From an optimization exercise on the open Yosys and OpenROAD flow, aimed at small area and a short achievable clock period; shortcuts taken in it are not production practice.
Function was checked by simulation only, so behaviour that the tests miss may differ from the original.
No driver is modelled on the clock port, so clock power and skew are understated where the tree is cut down; a real chip needs a root buffer or a tree.
Power is estimated from default activity; no workload was simulated.

== the baseline ==
==> module pattern_top, before the edit <==
module pattern_top (
	input  logic        clk_usb,
	input  logic        reset_i,
	input  logic [2:0]  ctl_i,
	input  logic [15:0] usb_data_i,
	input  logic        trigger_i,
	output logic [15:0] dout_o,
	output logic        dvalid_o,
	output logic        load_done_o
);
	logic        c_data_q, c_addr_q, c_pat_q;
	logic [15:0] word_q;
	always_ff @(posedge clk_usb) begin
		if (reset_i) begin
			c_data_q <= 1'b0;
			c_addr_q <= 1'b0;
			c_pat_q  <= 1'b0;
		end else begin
			c_data_q <= (ctl_i == 3'b010);
			c_addr_q <= (ctl_i == 3'b110);
			c_pat_q  <= (ctl_i == 3'b011);
		end
	end
	always_ff @(posedge clk_usb) word_q <= usb_data_i;
	logic [1:0] pend_lo_q;
	logic       pend_nz_q;
	logic       load_reset_q, load_enable_q;
	logic [1:0] last_q;
	always_ff @(posedge clk_usb) begin
		if (reset_i) begin
			pend_lo_q <= 2'd0;
			pend_nz_q <= 1'b0;
		end else if (c_data_q) begin
			pend_lo_q <= word_q[1:0];
			pend_nz_q <= |word_q;
		end
	end
	always_ff @(posedge clk_usb) begin
		if (reset_i) begin
			load_reset_q  <= 1'b0;
			load_enable_q <= 1'b0;
			last_q        <= 2'd0;
		end else if (c_addr_q) begin
			if (word_q == 16'd30) last_q        <= pend_lo_q;
			if (word_q == 16'd31) load_reset_q  <= pend_nz_q;
			if (word_q == 16'd32) load_enable_q <= pend_lo_q[0];
		end
	end
	logic [5:0]  pos_q;
	logic        done_q;        
	logic        done_n_q;      
	logic [15:0] wr_row_q;
	logic [3:0]  wr_pat_q;
	logic [15:0] wr_data_q;
	logic        accept;
	assign accept = c_pat_q && load_enable_q && !load_reset_q && done_n_q;
	always_ff @(posedge clk_usb) begin
		if (reset_i || load_reset_q) begin
			pos_q    <= 6'd0;
			done_q   <= 1'b0;
			done_n_q <= 1'b1;
			wr_row_q <= 16'd0;
		end else begin
			wr_row_q <= accept ? (16'd1 << pos_q[3:0]) : 16'd0;
			done_q <= !done_n_q;
			if (accept) begin
				pos_q <= pos_q + 6'd1;
				if (pos_q[3:0] == 4'd15) begin
					done_q   <= (pos_q[5:4] == last_q);
					done_n_q <= (pos_q[5:4] != last_q);
				end
			end
		end
	end
	always_ff @(posedge clk_usb) begin
		wr_pat_q  <= 4'd1 << pos_q[5:4];
		wr_data_q <= word_q;
	end
	logic [15:0] mem [64];
	always_ff @(posedge clk_usb) begin
		for (int k = 0; k < 64; k++)
			if (wr_pat_q[k / 16] && wr_row_q[k % 16]) mem[k] <= wr_data_q;
	end
	logic       trig_s_q, trig_d_q;
	logic       active_q, rd_valid_q, dvalid_q;    
	logic       dvalid_n_q;                        
	logic       start;
	logic [15:0] dout_q;
	assign start = trig_s_q && !trig_d_q && !(active_q || rd_valid_q || !dvalid_n_q) &&
		!load_enable_q && !done_n_q;
	always_ff @(posedge clk_usb) begin
		if (reset_i) begin
			trig_s_q   <= 1'b0;
			trig_d_q   <= 1'b0;
			rd_valid_q <= 1'b0;
			dvalid_q   <= 1'b0;
			dvalid_n_q <= 1'b1;
		end else begin
			trig_s_q   <= trigger_i;
			trig_d_q   <= trig_s_q;
			rd_valid_q <= active_q;
			dvalid_q   <= rd_valid_q;
			dvalid_n_q <= !rd_valid_q;
		end
	end
	logic [15:0] row_oh_q;
	logic [3:0]  disp_oh_q;
	logic [3:0]  last_oh;
	logic        disp_is_last;
	assign last_oh      = 4'b0001 << last_q;
	assign disp_is_last = |(disp_oh_q & last_oh);
	always_ff @(posedge clk_usb) begin
		if (reset_i) begin
			active_q  <= 1'b0;
			row_oh_q  <= 16'h0001;
			disp_oh_q <= 4'b0001;
		end else begin
			if (start) begin
				active_q <= 1'b1;
			end else if (active_q) begin
				row_oh_q <= {row_oh_q[14:0], row_oh_q[15]};
				if (row_oh_q[15]) begin
					active_q  <= 1'b0;
					disp_oh_q <= disp_is_last ? 4'b0001 : {disp_oh_q[2:0], disp_oh_q[3]};
				end
			end
			if (load_reset_q) disp_oh_q <= 4'b0001;
		end
	end
	logic [15:0] rd_part_q [4];
	logic [3:0]  rd_pat_q;
	logic [15:0] rd_t1 [4][8];
	logic [15:0] rd_t2 [4][4];
	logic [15:0] rd_t3 [4][2];
	logic [15:0] rd_row [4];
	always_comb begin
		for (int p = 0; p < 4; p++) begin
			for (int i = 0; i < 8; i++)
				rd_t1[p][i] = (mem[p * 16 + 2 * i] & {16{row_oh_q[2 * i]}}) |
					(mem[p * 16 + 2 * i + 1] & {16{row_oh_q[2 * i + 1]}});
			for (int i = 0; i < 4; i++) rd_t2[p][i] = rd_t1[p][2 * i] | rd_t1[p][2 * i + 1];
			for (int i = 0; i < 2; i++) rd_t3[p][i] = rd_t2[p][2 * i] | rd_t2[p][2 * i + 1];
			rd_row[p] = rd_t3[p][0] | rd_t3[p][1];
		end
	end
	always_ff @(posedge clk_usb) begin
		for (int p = 0; p < 4; p++) rd_part_q[p] <= rd_row[p];
		rd_pat_q <= disp_oh_q;
	end
	always_ff @(posedge clk_usb) begin
		dout_q <= (rd_part_q[0] & {16{rd_pat_q[0]}}) | (rd_part_q[1] & {16{rd_pat_q[1]}}) |
			(rd_part_q[2] & {16{rd_pat_q[2]}}) | (rd_part_q[3] & {16{rd_pat_q[3]}});
	end
	assign dout_o      = dout_q;
	assign dvalid_o    = dvalid_q;
	assign load_done_o = done_q;
endmodule
==> flow/config.mk <==
export PLATFORM = sky130hd
export DESIGN_NAME = pattern_top
export DESIGN_NICKNAME = pattern_top
export VERILOG_FILES = /design/flow/design.v
export SDC_FILE = /design/flow/constraint.sdc
export NUM_CORES = 4
export LEC_CHECK = 0
export ABC_CLOCK_PERIOD_IN_PS = 1700
export CAP_MARGIN = 20
export CORE_MARGIN = 2
export CORE_UTILIZATION = 55
export CTS_CLUSTER_DIAMETER = 100
export CTS_CLUSTER_SIZE = 25
export SETUP_SLACK_MARGIN = 2.42
export SLEW_MARGIN = 20
==> flow/constraint.sdc <==
create_clock -name core_clock -period 4.0 [get_ports {clk_usb}]
set_input_delay 0.8000 -clock core_clock [delete_from_list [all_inputs] [get_ports {clk_usb}]]
set_output_delay 0.8000 -clock core_clock [all_outputs]
set_load 0.01 [all_outputs]
standard.sh (not shown) runs the stock make flow with config.mk's settings and CLKGATE_MAP_FILE= SYNTH_SCRIPT=/design/flow/synth_recipe.tcl, a recipe that flattens the netlist after the stock synthesis.
==> flow/flow/run.sh <==
#!/bin/bash
# The standard layout, except that the clock tree is built by
# flow/cts_hook.tcl: clock port -> 4 root inverters -> leaf inverters -> flops
# (two inversions, so every flop sees the clock's rising edge).
set -o pipefail
export PRE_CTS_TCL=$PWD/flow/cts_hook.tcl
export MYCTS_LEAVES=${MYCTS_LEAVES:-60}
export MYCTS_ROOTS=${MYCTS_ROOTS:-4}
export MYCTS_LEAF_CELL=${MYCTS_LEAF_CELL:-sky130_fd_sc_hd__clkinv_8}
export MYCTS_ROOT_CELL=${MYCTS_ROOT_CELL:-sky130_fd_sc_hd__clkinv_16}
bash standard.sh > standard_flow.log 2>&1
st=$?
cp orfs/logs/sky130hd/pattern_top/base/4_1_cts.log cts_step.log 2>/dev/null
exit $st
Other scripts of this flow, unchanged in this note and not shown: flow/flow/cts_hook.tcl, flow/flow/mytree.tcl
Inputs modified between the baseline and the candidate:
--- a/flow/design.v
+++ b/flow/design.v
@@ -63,5 +63,4 @@
 		end else begin
 			wr_row_q <= accept ? (16'd1 << pos_q[3:0]) : 16'd0;
-			done_q <= !done_n_q;
 			if (accept) begin
 				pos_q <= pos_q + 6'd1;
### Flow results
Fmax: the candidate vs the baseline — no meaningful difference. Final routed wirelength across all metal layers: the candidate lower than the baseline. From the baseline to the candidate the numbers moved as follows: area occupied by registers now sits at about the same level; critical path's largest stage delay down 0.07 ns. The area growth from synthesis to final layout of the candidate falls short of that of the baseline by 3.6 points. Cell area | the candidate vs the baseline | the candidate smaller. Comparing the baseline against the candidate, there is no change at all in non-clock inverter total of the final layout. The candidate vs. the baseline: simple logic cell fraction of the synthesized area was more or less identical, worst slew slack as a fraction of its limit went up by 20 points, critical path arrival went down by 0.92 ns. Final weighted congestion in routability-driven placement shrinks slightly when moving from the baseline to the candidate. Going from the baseline to the candidate, xor and xnor fraction of the mapped netlist area flat; power in the clock group flat; number of instances resized during post-cts repair down 105.
No run of this note takes its clock network from TritonCTS; it comes from the design's own scripts or RTL.

==> afterwards: timing with drivers on the ports <==
Ports are ideal in the flow. The routed layouts listed here were re-timed in OpenROAD.
Step 1 assumes that a clkbuf_16 drives the clock port and a buf_2 every other input.
Step 2 moves the port delays by t, midway between the first and last clock arrival at a register: inputs arrive t later, outputs are due t later. That takes back most of the time a late clock gives input paths.
Slacks: ideal ports / drivers / drivers and shift; pairs: ideal ports / drivers.
run	t, ns	setup slack, ns	latest minus earliest clock arrival (ns)	pins driven straight from the clock port
the baseline	0.641	2.312 / 2.075 / 2.060	0.046 / 0.048	4
the candidate	0.645	2.316 / 2.035 / 2.229	0.064 / 0.065	4
After both steps setup and hold are still met in every run listed. For the baseline, which loses most, drivers alone change the setup slack by -0.237 ns; drivers and shift together by -0.252 ns.
